From an optimization exercise on the open Yosys and OpenROAD flow, aimed at small area, a short achievable clock period and few clock cycles; shortcuts taken in it are not production practice.
In this exercise RTL edits were held to simulation tests only and were not proved equivalent to the original.
Power is estimated from default activity; no workload was simulated.

==> design/flow/design.v <==
module fp4_sdf_stage #(
    parameter int S = 0
) (
    input  logic       clk,
    input  logic       rst,
    input  logic [7:0] x,         
    input  logic       x_v,       
    input  logic       x_sof,     
    input  logic       nx_sof,    
    output logic [7:0] y,         
    output logic       y_v,
    output logic       y_sof,
    output logic       ny_v,      
    output logic       ny_sof
);
    localparam int D = 1 << S;
    function automatic logic [2:0] cadd(input logic [2:0] a, input logic [2:0] b);
        case ({a, b})
            6'o00: cadd = 3'd0; 6'o01: cadd = 3'd1; 6'o02: cadd = 3'd2; 6'o03: cadd = 3'd3; 6'o04: cadd = 3'd4; 6'o05: cadd = 3'd5; 6'o06: cadd = 3'd6; 6'o07: cadd = 3'd7;
            6'o10: cadd = 3'd1; 6'o11: cadd = 3'd2; 6'o12: cadd = 3'd3; 6'o13: cadd = 3'd4; 6'o14: cadd = 3'd4; 6'o15: cadd = 3'd6; 6'o16: cadd = 3'd6; 6'o17: cadd = 3'd7;
            6'o20: cadd = 3'd2; 6'o21: cadd = 3'd3; 6'o22: cadd = 3'd4; 6'o23: cadd = 3'd4; 6'o24: cadd = 3'd5; 6'o25: cadd = 3'd6; 6'o26: cadd = 3'd6; 6'o27: cadd = 3'd7;
            6'o30: cadd = 3'd3; 6'o31: cadd = 3'd4; 6'o32: cadd = 3'd4; 6'o33: cadd = 3'd5; 6'o34: cadd = 3'd6; 6'o35: cadd = 3'd6; 6'o36: cadd = 3'd7; 6'o37: cadd = 3'd7;
            6'o40: cadd = 3'd4; 6'o41: cadd = 3'd4; 6'o42: cadd = 3'd5; 6'o43: cadd = 3'd6; 6'o44: cadd = 3'd6; 6'o45: cadd = 3'd6; 6'o46: cadd = 3'd7; 6'o47: cadd = 3'd7;
            6'o50: cadd = 3'd5; 6'o51: cadd = 3'd6; 6'o52: cadd = 3'd6; 6'o53: cadd = 3'd6; 6'o54: cadd = 3'd6; 6'o55: cadd = 3'd7; 6'o56: cadd = 3'd7; 6'o57: cadd = 3'd7;
            6'o60: cadd = 3'd6; 6'o61: cadd = 3'd6; 6'o62: cadd = 3'd6; 6'o63: cadd = 3'd7; 6'o64: cadd = 3'd7; 6'o65: cadd = 3'd7; 6'o66: cadd = 3'd7; 6'o67: cadd = 3'd7;
            6'o70: cadd = 3'd7; 6'o71: cadd = 3'd7; 6'o72: cadd = 3'd7; 6'o73: cadd = 3'd7; 6'o74: cadd = 3'd7; 6'o75: cadd = 3'd7; 6'o76: cadd = 3'd7; 6'o77: cadd = 3'd7;
            default: cadd = 3'd0;
        endcase
    endfunction
    function automatic logic [2:0] csub(input logic [2:0] a, input logic [2:0] b);
        case ({a, b})
            6'o00: csub = 3'd0; 6'o01: csub = 3'd1; 6'o02: csub = 3'd2; 6'o03: csub = 3'd3; 6'o04: csub = 3'd4; 6'o05: csub = 3'd5; 6'o06: csub = 3'd6; 6'o07: csub = 3'd7;
            6'o10: csub = 3'd1; 6'o11: csub = 3'd0; 6'o12: csub = 3'd1; 6'o13: csub = 3'd2; 6'o14: csub = 3'd3; 6'o15: csub = 3'd4; 6'o16: csub = 3'd6; 6'o17: csub = 3'd7;
            6'o20: csub = 3'd2; 6'o21: csub = 3'd1; 6'o22: csub = 3'd0; 6'o23: csub = 3'd1; 6'o24: csub = 3'd2; 6'o25: csub = 3'd4; 6'o26: csub = 3'd5; 6'o27: csub = 3'd6;
            6'o30: csub = 3'd3; 6'o31: csub = 3'd2; 6'o32: csub = 3'd1; 6'o33: csub = 3'd0; 6'o34: csub = 3'd1; 6'o35: csub = 3'd3; 6'o36: csub = 3'd4; 6'o37: csub = 3'd6;
            6'o40: csub = 3'd4; 6'o41: csub = 3'd3; 6'o42: csub = 3'd2; 6'o43: csub = 3'd1; 6'o44: csub = 3'd0; 6'o45: csub = 3'd2; 6'o46: csub = 3'd4; 6'o47: csub = 3'd6;
            6'o50: csub = 3'd5; 6'o51: csub = 3'd4; 6'o52: csub = 3'd4; 6'o53: csub = 3'd3; 6'o54: csub = 3'd2; 6'o55: csub = 3'd0; 6'o56: csub = 3'd2; 6'o57: csub = 3'd5;
            6'o60: csub = 3'd6; 6'o61: csub = 3'd6; 6'o62: csub = 3'd5; 6'o63: csub = 3'd4; 6'o64: csub = 3'd4; 6'o65: csub = 3'd2; 6'o66: csub = 3'd0; 6'o67: csub = 3'd4;
            6'o70: csub = 3'd7; 6'o71: csub = 3'd7; 6'o72: csub = 3'd6; 6'o73: csub = 3'd6; 6'o74: csub = 3'd6; 6'o75: csub = 3'd5; 6'o76: csub = 3'd4; 6'o77: csub = 3'd0;
            default: csub = 3'd0;
        endcase
    endfunction
    function automatic logic cgt(input logic [2:0] a, input logic [2:0] b);
        case ({a, b})
            6'o00: cgt = 1'b0;
            6'o01: cgt = 1'b0;
            6'o02: cgt = 1'b0;
            6'o03: cgt = 1'b0;
            6'o04: cgt = 1'b0;
            6'o05: cgt = 1'b0;
            6'o06: cgt = 1'b0;
            6'o07: cgt = 1'b0;
            6'o10: cgt = 1'b1;
            6'o11: cgt = 1'b0;
            6'o12: cgt = 1'b0;
            6'o13: cgt = 1'b0;
            6'o14: cgt = 1'b0;
            6'o15: cgt = 1'b0;
            6'o16: cgt = 1'b0;
            6'o17: cgt = 1'b0;
            6'o20: cgt = 1'b1;
            6'o21: cgt = 1'b1;
            6'o22: cgt = 1'b0;
            6'o23: cgt = 1'b0;
            6'o24: cgt = 1'b0;
            6'o25: cgt = 1'b0;
            6'o26: cgt = 1'b0;
            6'o27: cgt = 1'b0;
            6'o30: cgt = 1'b1;
            6'o31: cgt = 1'b1;
            6'o32: cgt = 1'b1;
            6'o33: cgt = 1'b0;
            6'o34: cgt = 1'b0;
            6'o35: cgt = 1'b0;
            6'o36: cgt = 1'b0;
            6'o37: cgt = 1'b0;
            6'o40: cgt = 1'b1;
            6'o41: cgt = 1'b1;
            6'o42: cgt = 1'b1;
            6'o43: cgt = 1'b1;
            6'o44: cgt = 1'b0;
            6'o45: cgt = 1'b0;
            6'o46: cgt = 1'b0;
            6'o47: cgt = 1'b0;
            6'o50: cgt = 1'b1;
            6'o51: cgt = 1'b1;
            6'o52: cgt = 1'b1;
            6'o53: cgt = 1'b1;
            6'o54: cgt = 1'b1;
            6'o55: cgt = 1'b0;
            6'o56: cgt = 1'b0;
            6'o57: cgt = 1'b0;
            6'o60: cgt = 1'b1;
            6'o61: cgt = 1'b1;
            6'o62: cgt = 1'b1;
            6'o63: cgt = 1'b1;
            6'o64: cgt = 1'b1;
            6'o65: cgt = 1'b1;
            6'o66: cgt = 1'b0;
            6'o67: cgt = 1'b0;
            6'o70: cgt = 1'b1;
            6'o71: cgt = 1'b1;
            6'o72: cgt = 1'b1;
            6'o73: cgt = 1'b1;
            6'o74: cgt = 1'b1;
            6'o75: cgt = 1'b1;
            6'o76: cgt = 1'b1;
            6'o77: cgt = 1'b0;
            default: cgt = 1'b0;
        endcase
    endfunction
    function automatic logic [7:0] fpair(input logic [3:0] p, input logic [3:0] q);
        logic [2:0] ca, cs, c1, c2;
        logic       es, gt, s1, s2;
        ca = cadd(p[2:0], q[2:0]);
        cs = csub(p[2:0], q[2:0]);
        es = p[3] ^ q[3];
        gt = cgt(q[2:0], p[2:0]);
        c1 = es ? cs : ca;
        c2 = es ? ca : cs;
        s1 = (es && gt) ? q[3] : p[3];
        s2 = (!es && gt) ? !q[3] : p[3];
        fpair = {s1 && (c1 != 3'd0), c1, s2 && (c2 != 3'd0), c2};
    endfunction
    function automatic logic [3:0] fadd1(input logic [3:0] p, input logic [3:0] q);
        logic [7:0] r;
        r = fpair(p, q);
        fadd1 = r[7:4];
    endfunction
    function automatic logic [2:0] chalf(input logic [2:0] c);
        case (c)
            3'd0, 3'd1: chalf = 3'd0;
            3'd2:       chalf = 3'd1;
            3'd3, 3'd4: chalf = 3'd2;
            3'd5:       chalf = 3'd3;
            3'd6:       chalf = 3'd4;
            default:    chalf = 3'd5;
        endcase
    endfunction
    function automatic logic [3:0] fmulw(input logic [3:0] w, input logic [3:0] b);
        logic [2:0] c;
        case (w[2:0])
            3'd0:    c = 3'd0;
            3'd1:    c = chalf(b[2:0]);
            default: c = b[2:0];
        endcase
        fmulw = {w[3] ^ b[3], c};
    endfunction
    function automatic logic [7:0] twiddle(input logic [3:0] k);
        case (k)
            4'd0, 4'd1:       twiddle = 8'h20;
            4'd2, 4'd3:       twiddle = 8'h29;
            4'd4:             twiddle = 8'h19;
            4'd5, 4'd6:       twiddle = 8'h1A;
            4'd7, 4'd8, 4'd9: twiddle = 8'h0A;
            4'd10, 4'd11:     twiddle = 8'h9A;
            4'd12:            twiddle = 8'h99;
            4'd13, 4'd14:     twiddle = 8'hA9;
            default:          twiddle = 8'hA0;
        endcase
    endfunction
    localparam int P = (S >= 2) ? 1 : 0;
    localparam int L = D + P;    
    logic [S:0] p_q, p_n;
    logic       bf_q;
    assign p_n = nx_sof ? '0 : p_q + 1'b1;
    always_ff @(posedge clk) begin
        p_q  <= p_n;
        bf_q <= p_n[S];
    end
    logic [7:0] t;
    generate
        if (S == 0) begin : g_w1
            assign t = x;
        end else if (S == 1) begin : g_wj
            assign t = (bf_q && p_q[0]) ? {x[3:0], !x[7], x[6:4]} : x;
        end else begin : g_wn
            logic [S-1:0] k_q;
            always_ff @(posedge clk) k_q <= p_n[S] ? p_n[S-1:0] : '0;
            if (S == 2) begin : g_w4
                logic [7:0] sd;
                assign sd = fpair({x[3], chalf(x[2:0])}, {x[7], chalf(x[6:4])});   
                always_comb begin
                    case (k_q)
                        2'd0:    t = x;
                        2'd1:    t = {sd[7:4], sd[3:0]};
                        2'd2:    t = {x[3:0], !x[7], x[6:4]};
                        default: t = {sd[3:0], !sd[7], sd[6:4]};
                    endcase
                end
            end else begin : g_wg
                logic [7:0] w;
                logic [3:0] pr, pi, qr, qi;
                assign w  = twiddle(4'(k_q) << (4 - S));
                assign pr = fmulw(w[7:4], x[7:4]);
                assign pi = fmulw(w[3:0], x[3:0]);
                assign qr = fmulw(w[7:4], x[3:0]);
                assign qi = fmulw(w[3:0], x[7:4]);
                assign t  = {fadd1(pr, {!pi[3], pi[2:0]}), fadd1(qr, qi)};
            end
        end
    endgenerate
    logic [7:0] b;
    logic       bf;
    generate
        if (P == 1) begin : g_p
            logic [7:0] t_q;
            logic       bf2_q;
            always_ff @(posedge clk) begin
                t_q   <= t;
                bf2_q <= bf_q;
            end
            assign b  = t_q;
            assign bf = bf2_q;
        end else begin : g_np
            assign b  = t;
            assign bf = bf_q;
        end
    endgenerate
    logic [7:0] dl [0:D-1];
    logic [L-1:0] tv, ts;
    logic [7:0] head, pr_re, pr_im, out_n, dl_in;
    assign head  = dl[D-1];
    assign pr_re = fpair(head[7:4], b[7:4]);
    assign pr_im = fpair(head[3:0], b[3:0]);
    assign out_n = bf ? {pr_re[7:4], pr_im[7:4]} : head;
    assign dl_in = bf ? {pr_re[3:0], pr_im[3:0]} : b;
    always_ff @(posedge clk) begin
        dl[0] <= dl_in;
        for (int i = 1; i < D; i++) dl[i] <= dl[i-1];
        y <= out_n;
        ts[0] <= x_sof;
        for (int i = 1; i < L; i++) ts[i] <= ts[i-1];
        y_sof <= ts[L-1];
    end
    always_ff @(posedge clk or negedge rst) begin
        if (!rst) begin
            tv  <= '0;
            y_v <= 1'b0;
        end else begin
            tv[0] <= x_v;
            for (int i = 1; i < L; i++) tv[i] <= tv[i-1];
            y_v <= tv[L-1];
        end
    end
    assign ny_v   = tv[L-1];
    assign ny_sof = ts[L-1];
endmodule
module fft_top (
    input  logic       clk,
    input  logic       rst,
    input  logic [2:0] log2n,
    input  logic [7:0] data_in,
    input  logic       data_in_valid,
    output logic       fft_ready,
    output logic       done,
    output logic       error,
    output logic [7:0] data_out,
    output logic       data_out_valid
);
    function automatic logic [4:0] perm(input logic [14:0] sel, input logic [4:0] i);
        for (int k = 0; k < 5; k++) perm[k] = i[sel[3*k +: 3]];
    endfunction
    function automatic logic [14:0] rev_after(input logic [14:0] sel, input logic [2:0] l);
        logic [2:0] j;
        for (int k = 0; k < 5; k++) begin
            j = sel[3*k +: 3];
            rev_after[3*k +: 3] = (j < l) ? 3'(l - 3'd1 - j) : j;
        end
    endfunction
    localparam logic [14:0] SEL_ID = {3'd4, 3'd3, 3'd2, 3'd1, 3'd0};
    function automatic logic [2:0] perm3(input logic [5:0] sel, input logic [2:0] i);
        for (int k = 0; k < 3; k++) perm3[k] = i[sel[2*k +: 2]];
    endfunction
    function automatic logic [5:0] rev_after3(input logic [5:0] sel, input logic [1:0] l);
        logic [1:0] j;
        for (int k = 0; k < 3; k++) begin
            j = sel[2*k +: 2];
            rev_after3[2*k +: 2] = (j < l) ? 2'(l - 2'd1 - j) : j;
        end
    endfunction
    localparam logic [5:0] SEL3_ID = {2'd2, 2'd1, 2'd0};
    logic       rdy;          
    logic       rdy_n;
    logic       ld;           
    logic       lb;           
    logic       pnd_m, pnd_s; 
    logic       s_old;        
    logic [4:0] cnt;          
    logic [2:0] fl;           
    logic       at_last;      
    logic       log2n_ok, first_acc, take_more, last_take;
    logic       rfree, rsoon, start_m, start_s, side_av, to_side;
    logic       ractive, rb;
    logic [4:0] rcnt, rnm1;
    assign log2n_ok  = (log2n != 3'd0) && (log2n <= 3'd5);
    assign first_acc = data_in_valid && rdy && log2n_ok;
    assign take_more = data_in_valid && ld;
    assign at_last   = (cnt == 5'((6'd1 << fl) - 6'd2));
    assign last_take = take_more && at_last;
    assign rfree   = !ractive || (rcnt == rnm1);
    assign rsoon   = rfree || (rcnt == rnm1 - 5'd1);
    assign start_m = rfree && pnd_m && !(pnd_s && s_old);
    assign start_s = rfree && pnd_s && !(pnd_m && !s_old);
    assign side_av = !pnd_s && !(ld && lb);
    assign to_side = !log2n[2] && side_av;
    always_comb begin
        if (rdy)     rdy_n = !first_acc;
        else if (ld) rdy_n = last_take && (lb ? (!pnd_m || start_m) : (rsoon && !pnd_s));
        else         rdy_n = !pnd_m || start_m;
    end
    always_ff @(posedge clk or negedge rst) begin
        if (!rst) fft_ready <= 1'b0;
        else      fft_ready <= rdy_n;
    end
    logic       in_v, in_first;
    logic [7:0] in_d;
    logic [2:0] in_l;
    always_ff @(posedge clk or negedge rst) begin
        if (!rst) begin
            rdy       <= 1'b1;
            ld        <= 1'b0;
            lb        <= 1'b0;
            pnd_m     <= 1'b0;
            pnd_s     <= 1'b0;
            s_old     <= 1'b0;
            error     <= 1'b0;
            in_v      <= 1'b0;
            in_first  <= 1'b0;
        end else begin
            rdy <= rdy_n;
            ld    <= first_acc || (ld && !last_take);
            if (first_acc) lb <= to_side;
            pnd_m <= (pnd_m && !start_m) || (last_take && !lb);
            pnd_s <= (pnd_s && !start_s) || (last_take && lb);
            if (last_take) s_old <= !lb && pnd_s && !start_s;
            error    <= rdy && data_in_valid && !log2n_ok;
            in_v     <= first_acc || take_more;
            in_first <= first_acc;
        end
    end
    always_ff @(posedge clk) begin
        if (rdy) begin
            fl  <= log2n;    
            cnt <= 5'd0;
        end else if (data_in_valid) begin
            cnt <= cnt + 5'd1;
        end
        in_d <= data_in;
        in_l <= log2n;
    end
    logic [7:0]  mem [0:31];
    logic [7:0]  smem [0:7];
    logic [14:0] wsel, rsel;
    logic [5:0]  wsel_s, rsel_s;
    logic [2:0]  wl;
    logic [1:0]  wl_s;
    logic [4:0]  wcnt, waddr, raddr;
    logic [2:0]  waddr_s, raddr_s;
    assign waddr   = in_first ? 5'd0 : perm(wsel, wcnt);
    assign waddr_s = in_first ? 3'd0 : perm3(wsel_s, wcnt[2:0]);
    always_ff @(posedge clk) begin
        if (in_v && !lb) mem[waddr] <= in_d;
        if (in_v && lb)  smem[waddr_s] <= in_d;
        if (in_v)        wcnt <= in_first ? 5'd1 : wcnt + 5'd1;
    end
    always_ff @(posedge clk or negedge rst) begin
        if (!rst) begin
            wsel   <= SEL_ID;
            wl     <= 3'd0;
            wsel_s <= SEL3_ID;
            wl_s   <= 2'd0;
        end else if (in_v && in_first) begin
            if (lb) begin
                wsel_s <= rev_after3(wsel_s, wl_s);
                wl_s   <= in_l[1:0];
            end else begin
                wsel <= rev_after(wsel, wl);
                wl   <= in_l;
            end
        end
    end
    always_ff @(posedge clk or negedge rst) begin
        if (!rst) ractive <= 1'b0;
        else if (start_m || start_s) ractive <= 1'b1;
        else if (ractive && rcnt == rnm1) ractive <= 1'b0;
    end
    always_ff @(posedge clk) begin
        if (start_m) begin
            rb   <= 1'b0;
            rcnt <= 5'd0;
            rsel <= rev_after(wsel, wl);
            rnm1 <= 5'((6'd1 << wl) - 6'd1);
        end else if (start_s) begin
            rb     <= 1'b1;
            rcnt   <= 5'd0;
            rsel_s <= rev_after3(wsel_s, wl_s);
            rnm1   <= 5'((4'd1 << wl_s) - 4'd1);
        end else if (ractive) begin
            rcnt <= rcnt + 5'd1;
        end
    end
    assign raddr   = perm(rsel, rcnt);
    assign raddr_s = perm3(rsel_s, rcnt[2:0]);
    logic       r_nx_sof, s0_v, s0_sof;
    logic [7:0] s0_x;
    assign r_nx_sof = !ractive || (rcnt == 5'd0);    
    always_ff @(posedge clk) begin
        s0_x   <= rb ? smem[raddr_s] : mem[raddr];
        s0_sof <= r_nx_sof;
    end
    always_ff @(posedge clk or negedge rst) begin
        if (!rst) s0_v <= 1'b0;
        else      s0_v <= ractive;
    end
    logic [7:0] x1, x2, x3, x4, x5;
    logic       v1, v2, v3, v4, v5, f1, f2, f3, f4, f5;
    logic       nv1, nv2, nv3, nv4, nv5, nf1, nf2, nf3, nf4, nf5;
    fp4_sdf_stage #(.S(0)) u_s0 (.clk(clk), .rst(rst), .x(s0_x), .x_v(s0_v), .x_sof(s0_sof), .nx_sof(r_nx_sof),
                                 .y(x1), .y_v(v1), .y_sof(f1), .ny_v(nv1), .ny_sof(nf1));
    fp4_sdf_stage #(.S(1)) u_s1 (.clk(clk), .rst(rst), .x(x1), .x_v(v1), .x_sof(f1), .nx_sof(nf1),
                                 .y(x2), .y_v(v2), .y_sof(f2), .ny_v(nv2), .ny_sof(nf2));
    fp4_sdf_stage #(.S(2)) u_s2 (.clk(clk), .rst(rst), .x(x2), .x_v(v2), .x_sof(f2), .nx_sof(nf2),
                                 .y(x3), .y_v(v3), .y_sof(f3), .ny_v(nv3), .ny_sof(nf3));
    fp4_sdf_stage #(.S(3)) u_s3 (.clk(clk), .rst(rst), .x(x3), .x_v(v3), .x_sof(f3), .nx_sof(nf3),
                                 .y(x4), .y_v(v4), .y_sof(f4), .ny_v(nv4), .ny_sof(nf4));
    fp4_sdf_stage #(.S(4)) u_s4 (.clk(clk), .rst(rst), .x(x4), .x_v(v4), .x_sof(f4), .nx_sof(nf4),
                                 .y(x5), .y_v(v5), .y_sof(f5), .ny_v(nv5), .ny_sof(nf5));
    assign data_out       = x5;
    assign data_out_valid = v5;
    always_ff @(posedge clk or negedge rst) begin
        if (!rst) done <= 1'b0;
        else      done <= start_m || start_s;    
    end
endmodule
==> design/flow/flow/run.sh <==
#!/bin/bash
# Standard layout, with the resizer asked for more setup slack than the default
# (same clock, same constraints): its repair_timing steps then also speed up
# the port buffers and the register-to-register paths.
set -euo pipefail
export SETUP_SLACK_MARGIN=${MARGIN:-10.4}
bash standard.sh > make_finish.log 2>&1
==> design/flow/standard.sh <==
#!/bin/bash
# synth_recipe.tcl (not shown) runs the flow's synth.tcl, then flattens the netlist and writes it again
# the make line also repeats each setting of config.mk as NAME=value (left out here)
make -C /OpenROAD-flow-scripts/flow DESIGN_CONFIG=/design/flow/config.mk WORK_HOME=/design/flow/orfs CLKGATE_MAP_FILE= SYNTH_SCRIPT=/design/flow/synth_recipe.tcl "${@:-finish}"
==> design/flow/config.mk <==
export PLATFORM = sky130hd
export DESIGN_NAME = fft_top
export DESIGN_NICKNAME = fft_top
export VERILOG_FILES = /design/flow/design.v
export SDC_FILE = /design/flow/constraint.sdc
export NUM_CORES = 4
export LEC_CHECK = 0
export ABC_AREA = 1
export CAP_MARGIN = 20
export CORE_MARGIN = 2
export CORE_UTILIZATION = 40
export SLEW_MARGIN = 20
==> design/flow/constraint.sdc <==
create_clock -name core_clock -period 15.0 [get_ports {clk}]
set_input_delay 3.0000 -clock core_clock [delete_from_list [all_inputs] [get_ports {clk}]]
set_output_delay 3.0000 -clock core_clock [all_outputs]
set_load 0.01 [all_outputs]
==> results of run 1 <==
[flip-flops by register name (all words and copies together), names as in the netlist, 9 cells and up, named ones only]
name,cells
mem,256
rsel,15
smem,64
u_s1.dl,16
u_s2.dl,32
u_s3.dl,64
u_s3.ts,9
u_s3.tv,9
u_s4.dl,128
u_s4.tv,17
wsel,15
[layer usage]
layer,GRT usage [%],up-vias,routed length [um]
met4,5.60,0,2270
met1,25.1,14800,44800
met2,27.6,950,42200
met3,2.50,168,5600
met5,0,-,0
li1,-,16100,-
[worst max-delay path by stage]
| stage | end | depth (start not counted) | slack, ns |
|---|---|---|---|
| after floorplan | fft_ready$_DFF_PN0_ | 10 | 10.72 |
| after detailed placement | fft_ready$_DFF_PN0_ | 11 | 9.96 |
| after global placement | fft_ready$_DFF_PN0_ | 11 | 9.90 |
| after CTS | done | 1 | 10.42 |
| final | done | 1 | 10.47 |
| after global routing | fft_ready$_DFF_PN0_ | 11 | 10.41 |
[Yosys cell counts, types with 12 or more instances]
cell and count:
sky130_fd_sc_hd__nand4_1 19, sky130_fd_sc_hd__buf_6 12, sky130_fd_sc_hd__xor2_1 27, sky130_fd_sc_hd__buf_4 21, sky130_fd_sc_hd__xnor2_1 15, sky130_fd_sc_hd__edfxtp_1 354
sky130_fd_sc_hd__o31ai_1 15, sky130_fd_sc_hd__nor2_1 307, sky130_fd_sc_hd__inv_1 487, sky130_fd_sc_hd__o22ai_1 23, sky130_fd_sc_hd__o221ai_1 17, sky130_fd_sc_hd__nand2_1 1069
sky130_fd_sc_hd__o21bai_1 15, sky130_fd_sc_hd__o2111ai_1 14, sky130_fd_sc_hd__dfxtp_1 451, sky130_fd_sc_hd__nand2_2 23, sky130_fd_sc_hd__o211ai_1 68, sky130_fd_sc_hd__nand3b_1 69
sky130_fd_sc_hd__clkinv_1 13, sky130_fd_sc_hd__a211oi_1 16, sky130_fd_sc_hd__clkbuf_1 84, sky130_fd_sc_hd__a21oi_1 158, sky130_fd_sc_hd__o21ai_0 468, sky130_fd_sc_hd__ha_1 182
sky130_fd_sc_hd__nor3_1 25, sky130_fd_sc_hd__nand3_1 505, sky130_fd_sc_hd__dfrtp_1 70, sky130_fd_sc_hd__buf_2 56, sky130_fd_sc_hd__o21ai_1 51, sky130_fd_sc_hd__inv_2 32
sky130_fd_sc_hd__o311ai_0 12
[cells by family (layout without fill, tap and decap cells)]
logic type,count (synthesis),in the layout
compound gates,916,916
mux,1,1
xor+xnor,44,44
simple gates,2043,2043
other cells,0,1
flops,883,883
fa+ha+maj,188,188
buf+inv,713,762
[metrics by stage]
step / cell area (sq um) / hold slack (ns) / total power [mW]
after detailed placement: 42700 / 0.312 / 9.19
after CTS: 46100 / 0.290 / 11.7
after global placement: 42700 / 0.309 / 9.18
final: 46100 / 0.297 / 11.7
after floorplan: 41400 / 0.310 / 7.86
after global routing: 46100 / 0.295 / 12.7
[area by class of cell]
type / count / area share, %
sequential: 883 / 46.9
antenna: 1 / 0.00543
inverter: 533 / 4.34
multi-input combinational: 3192 / 36.7
clock buffer: 138 / 6.07
tap: 1380 / 3.75
clock inverter: 41 / 1.24
timing repair buffer: 50 / 0.988
[worst reg2reg max path, stage by stage, from the launching register on]
cell	delay (ns)
sky130_fd_sc_hd__dfxtp_1	0.44
sky130_fd_sc_hd__inv_1	0.13
sky130_fd_sc_hd__nand2_1	0.12
sky130_fd_sc_hd__nand2_1	0.13
sky130_fd_sc_hd__o21ai_2	0.20
sky130_fd_sc_hd__inv_1	0.26
sky130_fd_sc_hd__ha_1	0.39
sky130_fd_sc_hd__inv_1	0.06
sky130_fd_sc_hd__nor2_1	0.22
sky130_fd_sc_hd__inv_1	0.09
sky130_fd_sc_hd__o21ai_0	0.08
sky130_fd_sc_hd__nor2_1	0.05
sky130_fd_sc_hd__o21ai_0	0.16
sky130_fd_sc_hd__nand3_1	0.11
sky130_fd_sc_hd__nand2_1	0.18
sky130_fd_sc_hd__nand2_1	0.08
sky130_fd_sc_hd__o211ai_1	0.15
sky130_fd_sc_hd__nand2_2	0.22
sky130_fd_sc_hd__ha_1	0.25
sky130_fd_sc_hd__inv_1	0.09
sky130_fd_sc_hd__ha_1	0.24
sky130_fd_sc_hd__a21oi_1	0.16
sky130_fd_sc_hd__o211ai_1	0.11
sky130_fd_sc_hd__nand3_1	0.10
sky130_fd_sc_hd__nand2_1	0.06
[where the power goes]
group | internal, mW | switching (mW) | total (mW) | leakage, nW
logic | 1.70 | 3.70 | 5.40 | 10.0
clock network | 1.48 | 0.983 | 2.46 | 1.67
registers | 3.35 | 0.466 | 3.82 | 7.91
[repair_timing]
item | CTS | global route
endpoints found under the setup margin | 15 | 21
gates resized for setup | 7 | 8
endpoints found under the hold margin | 0 | 0
==> flow_summary.json, run 1 <==
{
  "timing.setup.critical_path_class": "reg2out",
  "synth-compound-area-share_pct": 12.7,
  "clock_latency_ns": 0.68,
  "cts-root-to-sink-buffers": 3,
  "cap_violations": 0,
  "layout.cells.non_filler": 6218,
  "remaining_drc_errors": 0,
  "die_height_um": 326,
  "yosysWarnings": 11,
  "grt_antenna_before_repair": 0,
  "row_count": 118,
  "vias_per_cell": 5.15,
  "holdPathEnd": "u_s3.dl[6][4]$_DFF_P_",
  "setup_violators_final": 0,
  "grt_setup_unrepaired": "false",
  "final_common_cell": "sky130_fd_sc_hd__nand2_1",
  "finalCriticalPeriod_ns": 4.53,
  "timing.final.crit_share_pct": 30.2,
  "cts_sinks": 883,
  "drtAntennaViolNets": 0,
  "post_synth.cell_area_avg_sq_um": 8.66,
  "final_util_pct": 44.7,
  "cts.reportedPaths.clkPinSlew_ns": 0.06,
  "yosysTopAreaCell": "sky130_fd_sc_hd__edfxtp_1",
  "synth_largest_type_area_fraction_pct": 25.7,
  "die_w_um": 326,
  "cp.buffers_inverters": 1,
  "synthFlopType": "sky130_fd_sc_hd__dfxtp_1",
  "crit_path_end_kind": "primary output",
  "slowest_stage": "sky130_fd_sc_hd__clkdlybuf4s50_1",
  "overflow": 0,
  "post-cts-setup-buffer-count": 0,
  "r2r_start": "u_s1.y[4]$_DFF_P_",
  "portBuffers": 25,
  "critical-path-max-stage-delay_ns": 0.53,
  "synth_xor_area_share_pct": 0.966,
  "drv_slew": 0,
  "async_flop_share_pct": 8.83,
  "powerDensity_mw_per_mm2": 253,
  "filler_cell_count": 9875,
  "timing.critical_path.cells": "clkdlybuf4s50_1",
  "sequential_element_share_of_the_synthesized_area_pct": 52.2,
  "yosys-mux-area-fraction_pct": 0.0272,
  "initial_core_util_pct": 40.2,
  "synthDistinctLibCells": 69,
  "synth_fa_ha_area_share_pct": 5.76,
  "gp_congestion": 0.878,
  "drt_pre_antenna_iters": 7,
  "die_outline_area_sq_mm": 0.106,
  "worstPathMaxFanout": 1,
  "dr_total_vias": 32000,
  "clock.fmax_mhz": 221,
  "place.detailed.instances": 6038,
  "run_status": "complete, no violations",
  "boundaryPins": 26,
  "numCtsBuffers": 95,
  "cts_hold_buffers": 0,
  "post-place-ws_ns": 9.96,
  "average_wire_per_cell_in_the_routed_design_um": 15.3,
  "synth_cells": 4788,
  "synth.ff_latch_count": 883,
  "finalSetupTns_ns": 0,
  "min_path_type": "reg2reg",
  "cp_top_family": "buffers and inverters",
  "grt_first_pass_wirelength_um": 155000,
  "syn_to_final_growth_pct": 11.2,
  "final-seq-area_sq_mm": 0.0216,
  "grt_pass1_vias": 29600,
  "max_ir_drop_vdd_v": 0.000139,
  "cp-startpoint": "done$_DFF_PN0_",
  "synth_area_leaders": "sky130_fd_sc_hd__edfxtp_1 26%, sky130_fd_sc_hd__dfxtp_1 22%, sky130_fd_sc_hd__nand2_1 9.7%",
  "synth_top_family_by_area": "simple AND/OR/NAND/NOR gates",
  "worst_r2r_path_depth": 24,
  "worst_skew_ns": 0.0374,
  "r2r_setup_slack_ns": 10.83,
  "cp_data_required_time_ns": 12.00,
  "worst_slack_ns": 10.47,
  "clk_root_buffer_cell": "sky130_fd_sc_hd__clkbuf_16",
  "leakage_nw": 19.6,
  "arrival_ns": 1.53,
  "final_wirelength_um": 94900,
  "grt_use_total_pct": 17.6,
  "post_route_cells_drive_above_1_share_pct": 6.12,
  "core_area_sq_mm": 0.103,
  "largest_net_degree_at_the_start_of_global_routing": 103,
  "mappedNetlistNets": 4989,
  "synth-edff-count": 354,
  "commonest_cells_after_routing_fill_and_taps_aside": "1,068 x sky130_fd_sc_hd__nand2_1, 505 x sky130_fd_sc_hd__nand3_1, 487 x sky130_fd_sc_hd__inv_1, 467 x sky130_fd_sc_hd__o21ai_0, 451 x sky130_fd_sc_hd__dfxtp_1",
  "post_synth_and_or_nand_nor_area_fraction_pct": 21.3,
  "min_delay_path_depth": 0,
  "report.final.hold_viol_count": 0,
  "max_slew.worst_pin.slew_ns": 1.02,
  "drt_iter0_drcs": 2887,
  "hold_start": "u_s3.dl[5][4]$_DFF_P_",
  "cts_tree": "built",
  "maxSlewHeadroom_pct": 31.8,
  "synth_area_sq_mm": 0.0414,
  "finalNetCount": 4956,
  "cts_htree_levels": 3,
  "hpwlAfterDp_um": 61700,
  "total_area_of_multi_input_combinational_cells_sq_mm": 0.0169,
  "timing.critical_path.from_type": "flop"
}
Testbench counts, summed over its fixed seeds: cycles 4,837.
==> inputs of run 2 (changes only) <==
==> design/flow/flow/run.sh (replaced) <==
#!/bin/bash
# Standard layout, with the resizer asked for more setup slack than the default
# (same clock, same constraints): its repair_timing steps then also speed up
# the port buffers and the register-to-register paths.
set -euo pipefail
export SETUP_SLACK_MARGIN=${MARGIN:-11.5}
bash standard.sh > make_finish.log 2>&1
==> run 2 against run 1 <==
  * Synthesized area did not move
  * Sequential share of layout area shrank 2.0 points
  * Sequential power barely moved
  * Largest power group unchanged
  * Highest routed layer unchanged
==> flow_summary.json, run 2 <==
{
  "synthDistinctLibCells": 69,
  "synthFlopType": "sky130_fd_sc_hd__dfxtp_1",
  "synth_fa_ha_area_share_pct": 5.76,
  "largest_reg_flops": 256,
  "portBuffers": 25,
  "grtUsageMet2_pct": 29.1,
  "cts.reportedPaths.clkPinSlew_ns": 0.07,
  "synth_xor_area_share_pct": 0.966,
  "core_area_sq_mm": 0.103,
  "cap_violations": 0,
  "setup_violators_final": 0,
  "synth_largest_type_area_fraction_pct": 25.7,
  "die_height_um": 326,
  "synth.most_common_cell": "sky130_fd_sc_hd__nand2_1",
  "grt_setup_unrepaired": "true",
  "synth-edff-count": 354,
  "worstPathMaxFanout": 1,
  "timing.final.crit_share_pct": 28.1,
  "top_register": "mem",
  "async_flop_share_pct": 8.83,
  "report.final.hold_viol_count": 0,
  "grt_pass1_vias": 29800,
  "cts-root-to-sink-buffers": 3,
  "vias_per_cell": 5.20,
  "hold_start": "u_s4.dl[8][0]$_DFF_P_",
  "use_met1_pct": 25.7,
  "dr_total_vias": 33000,
  "largest_net_degree_at_the_start_of_global_routing": 68,
  "initial_core_util_pct": 40.2,
  "crit_path_end_kind": "primary output",
  "clk_root_buffer_cell": "sky130_fd_sc_hd__clkbuf_16",
  "drt_pre_antenna_iters": 8,
  "synth_cells": 4788,
  "synth-compound-area-share_pct": 12.7,
  "gr-usage-met3_pct": 3.15,
  "yosysWarnings": 11,
  "commonest_cells_after_routing_fill_and_taps_aside": "1,037 x sky130_fd_sc_hd__nand2_1, 484 x sky130_fd_sc_hd__nand3_1, 443 x sky130_fd_sc_hd__inv_1, 438 x sky130_fd_sc_hd__o21ai_0, 431 x sky130_fd_sc_hd__dfxtp_1",
  "hold_ws_ns": 0.313,
  "cts_hold_buffers": 0,
  "drtAntennaViolNets": 0,
  "mappedNetlistNets": 4989,
  "final_common_cell": "sky130_fd_sc_hd__nand2_1",
  "yosysTopAreaCell": "sky130_fd_sc_hd__edfxtp_1",
  "synth_area_sq_mm": 0.0414,
  "antennaDiodeCount": 0,
  "remaining_drc_errors": 0,
  "cp_top_family": "flip-flops",
  "min_delay_path_depth": 0,
  "overflow": 0,
  "synth_top_family_by_area": "simple AND/OR/NAND/NOR gates",
  "max_ir_drop_vdd_v": 0.000130,
  "finalSetupTns_ns": 0,
  "die_w_um": 326,
  "timing.setup.critical_path_class": "reg2out",
  "worst_skew_ns": 0.0408,
  "average_wire_per_cell_in_the_routed_design_um": 16.1,
  "leakage_nw": 20.4,
  "clock_latency_ns": 0.66,
  "r2r_setup_slack_ns": 11.58,
  "critical-path-max-stage-delay_ns": 0.40,
  "cts_sinks": 883,
  "top_regs": "mem x256, u_s4.dl x128",
  "cts_tree": "built",
  "post_route_cells_drive_above_1_share_pct": 12.3,
  "hpwlAfterDp_um": 62600,
  "grt_first_pass_wirelength_um": 160000,
  "cts_htree_levels": 3,
  "post_synth_and_or_nand_nor_area_fraction_pct": 21.3,
  "worst_r2r_path_depth": 28,
  "drv_slew": 0,
  "powerDensity_mw_per_mm2": 259,
  "max_slew.worst_pin.slew_ns": 0.936,
  "r2r_start": "u_s1.y[6]$_DFF_P_",
  "sequential_element_share_of_the_synthesized_area_pct": 52.2,
  "arrival_ns": 1.21,
  "holdPathEnd": "u_s4.dl[9][0]$_DFF_P_",
  "slowest_stage": "sky130_fd_sc_hd__dfrtp_1",
  "die_outline_area_sq_mm": 0.106,
  "post_synth.cell_area_avg_sq_um": 8.66,
  "synth.ff_latch_count": 883,
  "clock.fmax_mhz": 237,
  "cp.buffers_inverters": 1,
  "syn_to_final_growth_pct": 16.4,
  "yosys-mux-area-fraction_pct": 0.0272,
  "synth_area_leaders": "sky130_fd_sc_hd__edfxtp_1 26%, sky130_fd_sc_hd__dfxtp_1 22%, sky130_fd_sc_hd__nand2_1 9.7%",
  "boundaryPins": 26,
  "grt_antenna_before_repair": 0,
  "drt_iter0_drcs": 3347,
  "grt_use_total_pct": 18.3,
  "cp_data_required_time_ns": 12.00,
  "final_util_pct": 46.7,
  "timing.critical_path.cells": "buf_6",
  "gp_congestion": 0.888,
  "row_count": 118,
  "numCtsBuffers": 93,
  "finalNetCount": 5089,
  "ys_top_cells_by_count": "1,069 x sky130_fd_sc_hd__nand2_1, 505 x sky130_fd_sc_hd__nand3_1, 487 x sky130_fd_sc_hd__inv_1",
  "min_path_type": "reg2reg",
  "run_status": "complete, no violations",
  "timing.critical_path.from_type": "flop",
  "maxSlewHeadroom_pct": 37.5,
  "globalRoute.busiestLayer": "met2",
  "finalCriticalPeriod_ns": 4.21,
  "final_wirelength_um": 102000
}
==> run 2: changes by cell type in the layout (fill, tap and decap cells not counted), sizes merged, moves of 6 or more <==
cell           previous run  this run
buf                      26       158
clkinv                   37        43
inv                     526       517
clkdlybuf4s50            18         8
clkbuf                  138       131
clkinvlp                  1         9
nand2                  1097      1104
==> run 2: repair_timing <==
item                                    CTS  global route
setup buffers                            20           100
endpoints found under the setup margin   92            76
pin swaps                                11            79
cloned                                    8             9
resized for setup                       169           224
==> run 2: logic make-up after synthesis <==
group                      after synthesis
adders and majority gates              188
xor gates and xnor gates                44
DFF                                    883
AOI/OAI and AO/OA                      916
and+or+nand+nor                       2043
muxes                                    1
buffers and inverters                  713
==> run 2: power breakdown <==
part	internal (mW)	switching (mW)	total (mW)
combinational	2.15	4.09	6.24
sequential	3.36	0.484	3.85
clock	1.41	0.973	2.39
==> run 2: cell type report <==
| class | instances | area, sq um |
|---|---|---|
| fill | 9771 | 55000 |
| sequential | 883 | 21700 |
| multi-input combinational | 3202 | 17900 |
| clock buffer | 127 | 2640 |
| inverter | 533 | 2110 |
| tap | 1380 | 1730 |
| timing repair buffer | 174 | 1610 |
| clock inverter | 45 | 588 |
| timing repair inverter | 1 | 7.51 |
==> run 2: worst max-delay path by stage <==
| stage | cells after the start | endpoint | slack (ns) | from |
|---|---|---|---|---|
| floorplan | 10 | fft_ready$_DFF_PN0_ | 10.90 | data_in_valid |
| global placement | 24 | flop | 9.89 | rcnt[1]$_SDFFE_PP0P_ |
| detailed placement | 22 | flop | 9.78 | rcnt[1]$_SDFFE_PP0P_ |
| CTS | 1 | fft_ready | 10.73 | fft_ready$_DFF_PN0_ |
| global route | 1 | fft_ready | 10.73 | fft_ready$_DFF_PN0_ |
| finish | 1 | fft_ready | 10.79 | fft_ready$_DFF_PN0_ |
==> run 2: through the flow <==
step / cells / setup slack, ns / total power [mW] / instance area, sq um
after detailed placement: 6036 / 9.78 / 9.20 / 42700
final: 6345 / 10.79 / 12.5 / 48200
after global routing: 6345 / 10.73 / 13.5 / 48200
after global placement: 6036 / 9.89 / 9.20 / 42700
after CTS: 6236 / 10.73 / 11.8 / 46500
after floorplan: 4788 / 10.90 / 7.86 / 41500
==> run 2: per-layer routing <==
metal  share of wire [%]  up-vias
li1                    -    16300
met3                 6.7      191
met1                  46    15300
met5                   0        -
met2                  45     1156
met4                 2.7        0
==> inputs of run 3 (changes only) <==
==> design/flow/flow/run.sh (replaced) <==
#!/bin/bash
# Standard layout, with the resizer asked for more setup slack than the default
# (same clock, same constraints): its repair_timing steps then also speed up
# the port buffers and the register-to-register paths.
set -euo pipefail
export SETUP_SLACK_MARGIN=${MARGIN:-11.3}
bash standard.sh > make_finish.log 2>&1
--- a/design/flow/config.mk
+++ b/design/flow/config.mk
@@ -9,4 +9,6 @@
 export CAP_MARGIN = 20
 export CORE_MARGIN = 2
 export CORE_UTILIZATION = 40
+export CTS_CLUSTER_DIAMETER = 100
+export CTS_CLUSTER_SIZE = 30
 export SLEW_MARGIN = 20
==> run 3 against run 2 <==
  * Critical path depth is the same
  * Synthesized cell count unchanged
  * Via count down 3.0%
  * Critical path type unchanged
  * Count of clock-buffer cells in the layout fell by 76
  * Sequential share of layout area is 3.1 points higher
  * Register-to-register slack lost 0.10 ns
  * Highest routed layer unchanged
  * Cell count decreased by 2.9%
  * Still clean on timing, DRC and antenna
==> flow_summary.json, run 3 <==
{
  "run_status": "complete, no violations",
  "worst_slack_ns": 10.83,
  "final_wirelength_um": 98200,
  "sequential_element_share_of_the_synthesized_area_pct": 52.2,
  "drtAntennaViolNets": 0,
  "synthFlopType": "sky130_fd_sc_hd__dfxtp_1",
  "core_area_sq_mm": 0.103,
  "average_wire_per_cell_in_the_routed_design_um": 15.9,
  "cp.buffers_inverters": 1,
  "max_ir_drop_vdd_v": 0.000136,
  "drt_pre_antenna_iters": 5,
  "filler_cell_count": 10000,
  "die_w_um": 326,
  "die_outline_area_sq_mm": 0.106,
  "cts_htree_levels": 2,
  "max_slew.worst_pin.slew_ns": 0.982,
  "worst_skew_ns": 0.0549,
  "cap_violations": 0,
  "numCtsBuffers": 39,
  "synth_area_leaders": "sky130_fd_sc_hd__edfxtp_1 26%, sky130_fd_sc_hd__dfxtp_1 22%, sky130_fd_sc_hd__nand2_1 9.7%",
  "gp_congestion": 0.862,
  "cts_tree": "built",
  "timing.critical_path.cells": "buf_2",
  "final_common_cell": "sky130_fd_sc_hd__nand2_1",
  "synth.most_common_cell": "sky130_fd_sc_hd__nand2_1",
  "async_flop_share_pct": 8.83,
  "finalNetCount": 4957,
  "crit_path_end_kind": "primary output",
  "maxSlewHeadroom_pct": 34.5,
  "timing.final.crit_share_pct": 27.8,
  "finalCriticalPeriod_ns": 4.17,
  "synth-edff-count": 354,
  "row_count": 118,
  "hpwlAfterDp_um": 62400,
  "largest_net_degree_at_the_start_of_global_routing": 71,
  "clock_latency_ns": 0.65,
  "overflow": 0,
  "cts_sinks": 883,
  "slowest_stage": "sky130_fd_sc_hd__dfrtp_1",
  "setup_violators_final": 0,
  "grt_first_pass_wirelength_um": 156000,
  "layout.cells.non_filler": 6161,
  "powerDensity_mw_per_mm2": 242,
  "yosysTopAreaCell": "sky130_fd_sc_hd__edfxtp_1",
  "leakage_nw": 19.0,
  "grt_pass1_vias": 29200,
  "post-place-ws_ns": 9.98,
  "synthDistinctLibCells": 69,
  "gr-usage-met3_pct": 2.52,
  "grtUsageMet2_pct": 28.7,
  "mappedNetlistNets": 4989,
  "post_route_cells_drive_above_1_share_pct": 7.40,
  "syn_to_final_growth_pct": 8.73,
  "cts.reportedPaths.clkPinSlew_ns": 0.11,
  "synth_area_sq_mm": 0.0414,
  "post_dp_cell_area_sq_mm": 0.0427,
  "power.share.sequential_pct": 35.1,
  "grt_use_total_pct": 17.8,
  "ys_top_cells_by_count": "1,069 x sky130_fd_sc_hd__nand2_1, 505 x sky130_fd_sc_hd__nand3_1, 487 x sky130_fd_sc_hd__inv_1",
  "synth_cells": 4788,
  "cts-root-to-sink-buffers": 3,
  "initial_core_util_pct": 40.2,
  "netSwitchingFraction_pct": 47.2,
  "report.final.hold_viol_count": 0,
  "commonest_cells_after_routing_fill_and_taps_aside": "1,050 x sky130_fd_sc_hd__nand2_1, 496 x sky130_fd_sc_hd__nand3_1, 465 x sky130_fd_sc_hd__inv_1, 455 x sky130_fd_sc_hd__o21ai_0, 436 x sky130_fd_sc_hd__dfxtp_1",
  "p_comb_share_pct": 52.6,
  "critical-path-max-stage-delay_ns": 0.39,
  "worstPathMaxFanout": 1,
  "post_synth.cell_area_avg_sq_um": 8.66,
  "drt_iter0_drcs": 2646,
  "use_met1_pct": 25.7,
  "switching_power_mw": 5.13,
  "timing.setup.critical_path_class": "reg2out",
  "vias_per_cell": 5.20,
  "boundaryPins": 26,
  "remaining_drc_errors": 0,
  "synth.ff_latch_count": 883,
  "top_regs": "mem x256, u_s4.dl x128",
  "portBuffers": 25,
  "die_height_um": 326,
  "intPower_mw": 5.75,
  "clk_root_buffer_cell": "sky130_fd_sc_hd__clkbuf_16",
  "place.detailed.instances": 6036,
  "globalRoute.busiestLayer": "met2",
  "cp_data_required_time_ns": 12.00,
  "total_power_consumption_mw": 10.9,
  "antennaDiodeCount": 0,
  "arrival_ns": 1.17,
  "grt_antenna_before_repair": 0,
  "largest_reg_flops": 256,
  "layout.cell_area.non_filler_sq_mm": 0.0451,
  "drv_slew": 0,
  "top_register": "mem",
  "min_path_type": "reg2reg",
  "timing.critical_path.from_type": "flop",
  "clock.fmax_mhz": 240,
  "yosysWarnings": 11,
  "cp_top_family": "flip-flops",
  "synth_largest_type_area_fraction_pct": 25.7,
  "dr_total_vias": 32000,
  "r2r_setup_slack_ns": 11.48,
  "grt_setup_unrepaired": "true",
  "finalSetupTns_ns": 0,
  "clock_power_share_pct": 12.3
}
[run 3: cell counts after synthesis]
Identical to the previous run, type by type.
[run 3: through the flow]
stage | hold slack [ns] | util, %
after floorplan | 0.310 | -
after global placement | 0.310 | 41.4
after detailed placement | 0.312 | 41.4
after CTS | 0.310 | 43.0
after global routing | 0.317 | 43.7
final | 0.314 | 43.7
[run 3: cells by family (layout without fill, tap and decap cells)]
family | after synthesis | in the layout | synth area share (%)
multiplexers | 1 | 1 | 0.0272
AND/OR/NAND/NOR | 2043 | 2046 | 21.3
AO/OA/AOI/OAI | 916 | 918 | 12.7
flip-flops | 883 | 883 | 52.2
buffers and inverters | 713 | 701 | 7.07
XOR/XNOR | 44 | 44 | 0.966
adder cells (fa/ha/maj) | 188 | 188 | 5.76
[run 3: cell type report]
| class | instances | area, sq um | area share, % |
|---|---|---|---|
| clock buffer | 51 | 1070 | 2.38 |
| clock inverter | 15 | 230 | 0.511 |
| inverter | 533 | 2060 | 4.56 |
| multi-input combinational | 3197 | 17400 | 38.6 |
| sequential | 883 | 21600 | 48.0 |
| tap | 1380 | 1730 | 3.83 |
| timing repair buffer | 102 | 953 | 2.12 |
[run 3: timing repair]
action                                  CTS  global route
buffers inserted                          8            43
gates cloned                              6             2
endpoints found under the setup margin   81            77
resized for setup                       123           107
pin swaps                                 5            14
hold buffers                              0             0
[run 3: power by group through the flow]
stage | Clock [mW] | Combinational (mW) | Sequential [mW]
4_1_cts | 1.39 | 5.46 | 3.83
3_3_place_gp | 0 | 5.33 | 3.86
2_1_floorplan | 0 | 4.22 | 3.64
5_1_grt | 1.46 | 6.50 | 3.92
6_report | 1.34 | 5.72 | 3.82
3_5_place_dp | 0 | 5.35 | 3.86
[run 3: final timing paths]
path,end,start,depth (start not counted)
max in group asynchronous,u_s4.tv[3]$_DFF_PN0_,rst,2
min in group asynchronous,wsel[0]$_DFFE_PN0P_,rst,1
worst max register to register,flop,u_s1.y[6]$_DFF_P_,22
worst max-delay path,fft_ready,fft_ready$_DFF_PN0_,1
worst min-delay path,u_s4.dl[12][3]$_DFF_P_,u_s4.dl[11][3]$_DFF_P_,0
worst min register to register,u_s4.dl[12][3]$_DFF_P_,u_s4.dl[11][3]$_DFF_P_,0
[run 3: per-layer routing]
metal / vias to the layer above / wire length (um)
met5: - / 0
met4: 0 / 1290
met3: 82 / 6160
met2: 966 / 44600
met1: 15000 / 46200
li1: 16000 / -
==> inputs of run 4 (changes only) <==
--- a/design/flow/config.mk
+++ b/design/flow/config.mk
@@ -9,6 +9,6 @@
 export CAP_MARGIN = 20
 export CORE_MARGIN = 2
 export CORE_UTILIZATION = 40
-export CTS_CLUSTER_DIAMETER = 100
-export CTS_CLUSTER_SIZE = 30
+export CTS_CLUSTER_DIAMETER = 90
+export CTS_CLUSTER_SIZE = 25
 export SLEW_MARGIN = 20
==> run 4 against run 3 <==
  * Sequential cell count is the same
  * Routed wire length is essentially flat
  * Sequential power is essentially flat
  * Count of clock-buffer cells in the layout grew 11
  * Core utilization is essentially flat
  * Clock skew shrank 0.0032 ns
  * Non-clock buffer count shrank 2
  * Final area is essentially flat
  * Global-route usage shrank 0.071 points
  * Sequential share of layout area is essentially flat
  * Critical path type unchanged
==> flow_summary.json, run 4 <==
{
  "cap_violations": 0,
  "slowest_stage": "sky130_fd_sc_hd__dfrtp_1",
  "yosysWarnings": 11,
  "filler_cell_count": 10000,
  "post_route_cells_drive_above_1_share_pct": 7.48,
  "clock_latency_ns": 0.67,
  "post_dp_cell_area_sq_mm": 0.0427,
  "synth.ff_latch_count": 883,
  "final_util_pct": 43.7,
  "maxSlewHeadroom_pct": 34.7,
  "numCtsBuffers": 44,
  "final_wirelength_um": 98100,
  "antennaDiodeCount": 0,
  "yosys-mux-area-fraction_pct": 0.0272,
  "top_register": "mem",
  "max_ir_drop_vdd_v": 0.000137,
  "initial_core_util_pct": 40.2,
  "timing.setup.critical_path_class": "reg2out",
  "largest_reg_flops": 256,
  "critical-path-max-stage-delay_ns": 0.39,
  "grt_pass1_vias": 29300,
  "vias_per_cell": 5.20,
  "cts.reportedPaths.clkPinSlew_ns": 0.09,
  "layout.cell_area.non_filler_sq_mm": 0.0451,
  "grt_first_pass_wirelength_um": 155000,
  "yosysTopAreaCell": "sky130_fd_sc_hd__edfxtp_1",
  "clk_root_buffer_cell": "sky130_fd_sc_hd__clkbuf_16",
  "arrival_ns": 1.18,
  "grt_setup_unrepaired": "true",
  "drtAntennaViolNets": 0,
  "largest_net_degree_at_the_start_of_global_routing": 71,
  "leakage_nw": 19.0,
  "finalCriticalPeriod_ns": 4.18,
  "synthDistinctLibCells": 69,
  "run_status": "complete, no violations",
  "synth-edff-count": 354,
  "cts_htree_levels": 2,
  "synth_xor_area_share_pct": 0.966,
  "ys_top_cells_by_count": "1,069 x sky130_fd_sc_hd__nand2_1, 505 x sky130_fd_sc_hd__nand3_1, 487 x sky130_fd_sc_hd__inv_1",
  "average_wire_per_cell_in_the_routed_design_um": 15.9,
  "drt_iter0_drcs": 2699,
  "finalNetCount": 4961,
  "timing.critical_path.cells": "buf_2",
  "finalSetupTns_ns": 0,
  "cts-root-to-sink-buffers": 3,
  "worstPathMaxFanout": 1,
  "powerDensity_mw_per_mm2": 242,
  "grt_use_total_pct": 17.7,
  "synthFlopType": "sky130_fd_sc_hd__dfxtp_1",
  "cp.buffers_inverters": 1,
  "die_w_um": 326,
  "min_path_type": "reg2reg",
  "setup_violators_final": 0,
  "synth_fa_ha_area_share_pct": 5.76,
  "synth_largest_type_area_fraction_pct": 25.7,
  "remaining_drc_errors": 0,
  "post_synth.cell_area_avg_sq_um": 8.66,
  "grt_antenna_before_repair": 0,
  "cts_sinks": 883,
  "synth_top_family_by_area": "simple AND/OR/NAND/NOR gates",
  "timing.critical_path.from_type": "flop",
  "overflow": 0,
  "synth_area_sq_mm": 0.0414,
  "mappedNetlistNets": 4989,
  "syn_to_final_growth_pct": 8.83,
  "final_common_cell": "sky130_fd_sc_hd__nand2_1",
  "row_count": 118,
  "synth-compound-area-share_pct": 12.7,
  "timing.final.crit_share_pct": 27.9,
  "cp_data_required_time_ns": 12.00,
  "report.final.hold_viol_count": 0,
  "boundaryPins": 26,
  "synth_area_leaders": "sky130_fd_sc_hd__edfxtp_1 26%, sky130_fd_sc_hd__dfxtp_1 22%, sky130_fd_sc_hd__nand2_1 9.7%",
  "worst_slack_ns": 10.82,
  "die_height_um": 326,
  "r2r_start": "u_s1.y[4]$_DFF_P_",
  "dr_total_vias": 32100,
  "core_area_sq_mm": 0.103,
  "cts_tree": "built",
  "synth_cells": 4788,
  "drt_pre_antenna_iters": 6,
  "total_power_consumption_mw": 10.9,
  "portBuffers": 25,
  "hpwlAfterDp_um": 62400,
  "cp_top_family": "flip-flops",
  "die_outline_area_sq_mm": 0.106,
  "cp-startpoint": "fft_ready$_DFF_PN0_",
  "clock.fmax_mhz": 239,
  "worst_skew_ns": 0.0517,
  "gp_congestion": 0.862,
  "crit_path_end_kind": "primary output",
  "top_regs": "mem x256, u_s4.dl x128",
  "hold_start": "u_s4.dl[3][2]$_DFF_P_",
  "sequential_element_share_of_the_synthesized_area_pct": 52.2,
  "commonest_cells_after_routing_fill_and_taps_aside": "1,050 x sky130_fd_sc_hd__nand2_1, 497 x sky130_fd_sc_hd__nand3_1, 464 x sky130_fd_sc_hd__inv_1, 456 x sky130_fd_sc_hd__o21ai_0, 436 x sky130_fd_sc_hd__dfxtp_1",
  "post_synth_and_or_nand_nor_area_fraction_pct": 21.3,
  "async_flop_share_pct": 8.83,
  "drv_slew": 0,
  "max_slew.worst_pin.slew_ns": 0.979,
  "post-place-ws_ns": 9.98,
  "synth.most_common_cell": "sky130_fd_sc_hd__nand2_1"
}
-- run 4: cell counts after synthesis --
No cell type changed its count.
-- run 4: final timing paths --
kind / to / slack, ns / cells past startpoint
max: fft_ready / 10.82 / 1
min: u_s4.dl[4][2]$_DFF_P_ / 0.32 / 0
max reg2reg: flop / 11.50 / 24
min reg2reg: u_s4.dl[4][2]$_DFF_P_ / 0.32 / 0
max in group asynchronous: u_s3.tv[5]$_DFF_PN0_ / 11.72 / 2
min in group asynchronous: wsel[11]$_DFFE_PN0P_ / 2.17 / 1
-- run 4: logic make-up after synthesis --
kind of cell    after synthesis
xor+xnor                     44
flops                       883
simple gates               2043
mux                           1
fa+ha+maj                   188
buf+inv                     713
compound gates              916
-- run 4: what timing repair did --
action,CTS,global route
hold buffers,0,0
buffers inserted,7,42
resized for setup,122,109
endpoints found under the setup margin,80,76
pin swaps,4,14
hold endpoints to repair,0,0
gates cloned,5,4
-- run 4: cell type report --
cell class / instances / area (sq um) / area share (%)
tap: 1380 / 1730 / 3.83
timing repair buffer: 100 / 918 / 2.04
clock buffer: 62 / 1200 / 2.66
clock inverter: 13 / 159 / 0.352
multi-input combinational: 3198 / 17400 / 38.6
sequential: 883 / 21600 / 48.0
inverter: 533 / 2060 / 4.56
-- run 4: power breakdown --
group | switching (mW) | internal (mW)
combinational | 3.88 | 1.84
clock | 0.780 | 0.582
sequential | 0.472 | 3.35
total | 5.13 | 5.78
-- run 4: through the flow --
stage	std cells	hold slack [ns]
final	6169	0.322
after detailed placement	6036	0.312
after floorplan	4788	0.310
after global routing	6169	0.331
after CTS	6123	0.324
after global placement	6036	0.310
-- run 4: per-layer routing --
layer | share of wire [%] | wire, um | global-route usage (%)
met3 | 6.3 | 6160 | 2.48
met1 | 47 | 45900 | 25.4
met4 | 1.8 | 1720 | 4.21
met5 | 0 | 0 | 0
met2 | 45 | 44200 | 28.3
==> inputs of run 5 (changes only) <==
==> design/flow/flow/run.sh (replaced) <==
#!/bin/bash
# Standard layout, with the resizer asked for more setup slack than the default
# (same clock, same constraints): its repair_timing steps then also speed up
# the port buffers and the register-to-register paths.
set -euo pipefail
export SETUP_SLACK_MARGIN=${MARGIN:-11.0}
bash standard.sh > make_finish.log 2>&1
--- a/design/flow/config.mk
+++ b/design/flow/config.mk
@@ -9,6 +9,4 @@
 export CAP_MARGIN = 20
 export CORE_MARGIN = 2
 export CORE_UTILIZATION = 40
-export CTS_CLUSTER_DIAMETER = 90
-export CTS_CLUSTER_SIZE = 25
 export SLEW_MARGIN = 20
==> run 5 against run 4 <==
  * Sequential power about the same
  * Total power grew 7.4%
  * Sequential cell count unchanged
  * Routed wire length increased by 1.6%
  * Critical path type unchanged
  * Final area grew 2.6%
  * Synthesized area unchanged
  * Global-route usage is 0.34 points higher
  * Highest routed layer unchanged
==> flow_summary.json, run 5 <==
{
  "leakage_nw": 19.6,
  "min_path_type": "reg2reg",
  "clk_root_buffer_cell": "sky130_fd_sc_hd__clkbuf_16",
  "core_area_sq_mm": 0.103,
  "async_flop_share_pct": 8.83,
  "top_register": "mem",
  "portBuffers": 25,
  "hold_ws_ns": 0.318,
  "crit_path_end_kind": "primary output",
  "timing.final.crit_share_pct": 28.2,
  "finalCriticalPeriod_ns": 4.22,
  "drt_iter0_drcs": 3122,
  "timing.critical_path.cells": "buf_2",
  "filler_cell_count": 9900,
  "cp.buffers_inverters": 1,
  "arrival_ns": 1.22,
  "max_ir_drop_vdd_v": 0.000139,
  "die_w_um": 326,
  "clock.fmax_mhz": 237,
  "worst_slack_ns": 10.78,
  "synthFlopType": "sky130_fd_sc_hd__dfxtp_1",
  "grt_setup_unrepaired": "true",
  "cts_hold_buffers": 0,
  "numCtsBuffers": 93,
  "clock_latency_ns": 0.68,
  "synth_area_leaders": "sky130_fd_sc_hd__edfxtp_1 26%, sky130_fd_sc_hd__dfxtp_1 22%, sky130_fd_sc_hd__nand2_1 9.7%",
  "cts.reportedPaths.clkPinSlew_ns": 0.07,
  "setup_violators_final": 0,
  "synthDistinctLibCells": 69,
  "cts-root-to-sink-buffers": 3,
  "die_height_um": 326,
  "drt_pre_antenna_iters": 6,
  "drtAntennaViolNets": 0,
  "grt_pass1_vias": 29700,
  "timing.setup.critical_path_class": "reg2out",
  "max_slew.worst_pin.slew_ns": 1.01,
  "synth.most_common_cell": "sky130_fd_sc_hd__nand2_1",
  "post-place-ws_ns": 9.94,
  "cts_sinks": 883,
  "sequential_element_share_of_the_synthesized_area_pct": 52.2,
  "dr_total_vias": 32200,
  "largest_reg_flops": 256,
  "synth_area_sq_mm": 0.0414,
  "gp_congestion": 0.868,
  "synth_largest_type_area_fraction_pct": 25.7,
  "post_route_cells_drive_above_1_share_pct": 7.20,
  "boundaryPins": 26,
  "cp_data_required_time_ns": 12.00,
  "cts_tree": "built",
  "yosysWarnings": 11,
  "timing.critical_path.from_type": "flop",
  "cap_violations": 0,
  "total_power_consumption_mw": 11.7,
  "top_regs": "mem x256, u_s4.dl x128",
  "syn_to_final_growth_pct": 11.6,
  "grt_use_total_pct": 18.1,
  "layout.cell_area.non_filler_sq_mm": 0.0463,
  "final_wirelength_um": 99600,
  "final_util_pct": 44.8,
  "cts_htree_levels": 3,
  "remaining_drc_errors": 0,
  "critical-path-max-stage-delay_ns": 0.41,
  "switching_power_mw": 5.24,
  "p_comb_share_pct": 47.4,
  "powerDensity_mw_per_mm2": 253,
  "finalSetupTns_ns": 0,
  "initial_core_util_pct": 40.2,
  "netSwitchingFraction_pct": 44.7,
  "overflow": 0,
  "worstPathMaxFanout": 1,
  "cp_top_family": "flip-flops",
  "mappedNetlistNets": 4989,
  "intPower_mw": 6.47,
  "post_dp_cell_area_sq_mm": 0.0427,
  "report.final.hold_viol_count": 0,
  "place.detailed.instances": 6040,
  "slowest_stage": "sky130_fd_sc_hd__dfrtp_1",
  "synth_cells": 4788,
  "drv_slew": 0,
  "commonest_cells_after_routing_fill_and_taps_aside": "1,058 x sky130_fd_sc_hd__nand2_1, 504 x sky130_fd_sc_hd__nand3_1, 482 x sky130_fd_sc_hd__inv_1, 462 x sky130_fd_sc_hd__o21ai_0, 440 x sky130_fd_sc_hd__dfxtp_1",
  "run_status": "complete, no violations",
  "yosysTopAreaCell": "sky130_fd_sc_hd__edfxtp_1",
  "final_common_cell": "sky130_fd_sc_hd__nand2_1",
  "grt_first_pass_wirelength_um": 158000,
  "average_wire_per_cell_in_the_routed_design_um": 16.0,
  "post_synth.cell_area_avg_sq_um": 8.66,
  "worst_skew_ns": 0.0343,
  "power.share.sequential_pct": 32.8,
  "synth.ff_latch_count": 883,
  "clock_power_share_pct": 19.8,
  "grt_antenna_before_repair": 1,
  "row_count": 118,
  "ys_top_cells_by_count": "1,069 x sky130_fd_sc_hd__nand2_1, 505 x sky130_fd_sc_hd__nand3_1, 487 x sky130_fd_sc_hd__inv_1",
  "vias_per_cell": 5.17,
  "maxSlewHeadroom_pct": 32.7,
  "largest_net_degree_at_the_start_of_global_routing": 72,
  "layout.cells.non_filler": 6226,
  "synth-edff-count": 354,
  "die_outline_area_sq_mm": 0.106,
  "finalNetCount": 4970,
  "hpwlAfterDp_um": 63600
}
[run 5: path summary, 6_finish.rpt]
check,startpoint,to,slack [ns],depth (start not counted)
max,u_s4.y_v$_DFF_PN0_,data_out_valid,10.78,1
min reg2reg,u_s4.dl[0][4]$_DFF_P_,u_s4.dl[1][4]$_DFF_P_,0.32,0
min,u_s4.dl[0][4]$_DFF_P_,u_s4.dl[1][4]$_DFF_P_,0.32,0
max in group asynchronous,rst,u_s4.tv[5]$_DFF_PN0_,11.73,2
min in group asynchronous,rst,wsel[13]$_DFFE_PN0P_,2.14,1
max reg2reg,rcnt[4]$_SDFFE_PP0P_,flop,11.25,14
[run 5: kinds of logic (layout without fill, tap and decap cells)]
family,count (synthesis),after routing,synth area share [%]
other cells,0,1,0
simple gates,2043,2045,21.3
buf+inv,713,767,7.07
mux,1,1,0.0272
fa+ha+maj,188,188,5.76
xor+xnor,44,44,0.966
compound gates,916,917,12.7
flops,883,883,52.2
[run 5: what timing repair did]
| item | CTS | global route |
|---|---|---|
| endpoints found under the hold margin | 0 | 0 |
| cloned | 1 | 6 |
| gates resized for setup | 77 | 59 |
| setup buffers | 0 | 7 |
| pin swaps | 0 | 5 |
| endpoints found under the setup margin | 49 | 62 |
[run 5: power groups by stage]
stage | clock [mW] | combinational (mW) | sequential (mW)
after detailed placement | 0 | 5.36 | 3.88
after floorplan | 0 | 4.22 | 3.64
after CTS | 2.39 | 5.40 | 3.84
final | 2.32 | 5.55 | 3.84
after global routing | 2.48 | 6.34 | 3.94
after global placement | 0 | 5.36 | 3.87
[run 5: area by class of cell]
| type | instances | area, sq um | share of cell area (%) |
|---|---|---|---|
| Timing Repair Buffer | 63 | 638 | 1.38 |
| Tap cell | 1380 | 1730 | 3.73 |
| Clock buffer | 128 | 2640 | 5.71 |
| Sequential cell | 883 | 21600 | 46.8 |
| Antenna cell | 1 | 2.50 | 0.00541 |
| Inverter | 533 | 2030 | 4.38 |
| Multi-Input combinational cell | 3195 | 17100 | 36.9 |
| Clock inverter | 43 | 508 | 1.10 |
[run 5: layer usage]
metal  up-vias  global-route usage, %  wire length [um]
met5         -                      0                 0
met1     14900                   25.1             46400
met4         0                   5.08              2360
li1      16100                      -                 -
met3       158                   3.03              5960
met2       983                   29.1             45000

## what the ideal ports hide
No port has a modelled driver above. Below, the same layouts with a new extraction and two added sets of constraints. Step 1 assumes that a clkbuf_16 drives the clock port and a buf_2 every other input. Step 2 times the ports against the registers' clock, not the clock port: input delays grow and output delays shrink by t, the midpoint of the rising clock arrivals with the driver on. a / b / c = ideal ports / drivers / drivers and shift; a / b = the first two.
| run | shift t [ns] | slack for setup (ns) | slew at the worst register clock pin (ns) | worst data-port slew with drivers (ns) |
|---|---|---|---|---|
| run 1 | 0.728 | 10.466 / 10.403 / 9.933 | 0.07 / 0.07 | 0.03 |
| run 2 | 0.722 | 10.789 / 10.719 / 10.703 | 0.07 / 0.07 | 0.06 |
| run 3 | 0.683 | 10.826 / 10.760 / 10.637 | 0.12 / 0.12 | 0.06 |
| run 4 | 0.701 | 10.816 / 10.751 / 10.618 | 0.11 / 0.11 | 0.06 |
| run 5 | 0.729 | 10.776 / 10.710 / 10.485 | 0.07 / 0.07 | 0.03 |
After both steps every run listed still meets setup and hold. For run 1, which loses most, drivers alone change the setup slack by -0.063 ns; drivers and shift together by -0.533 ns.
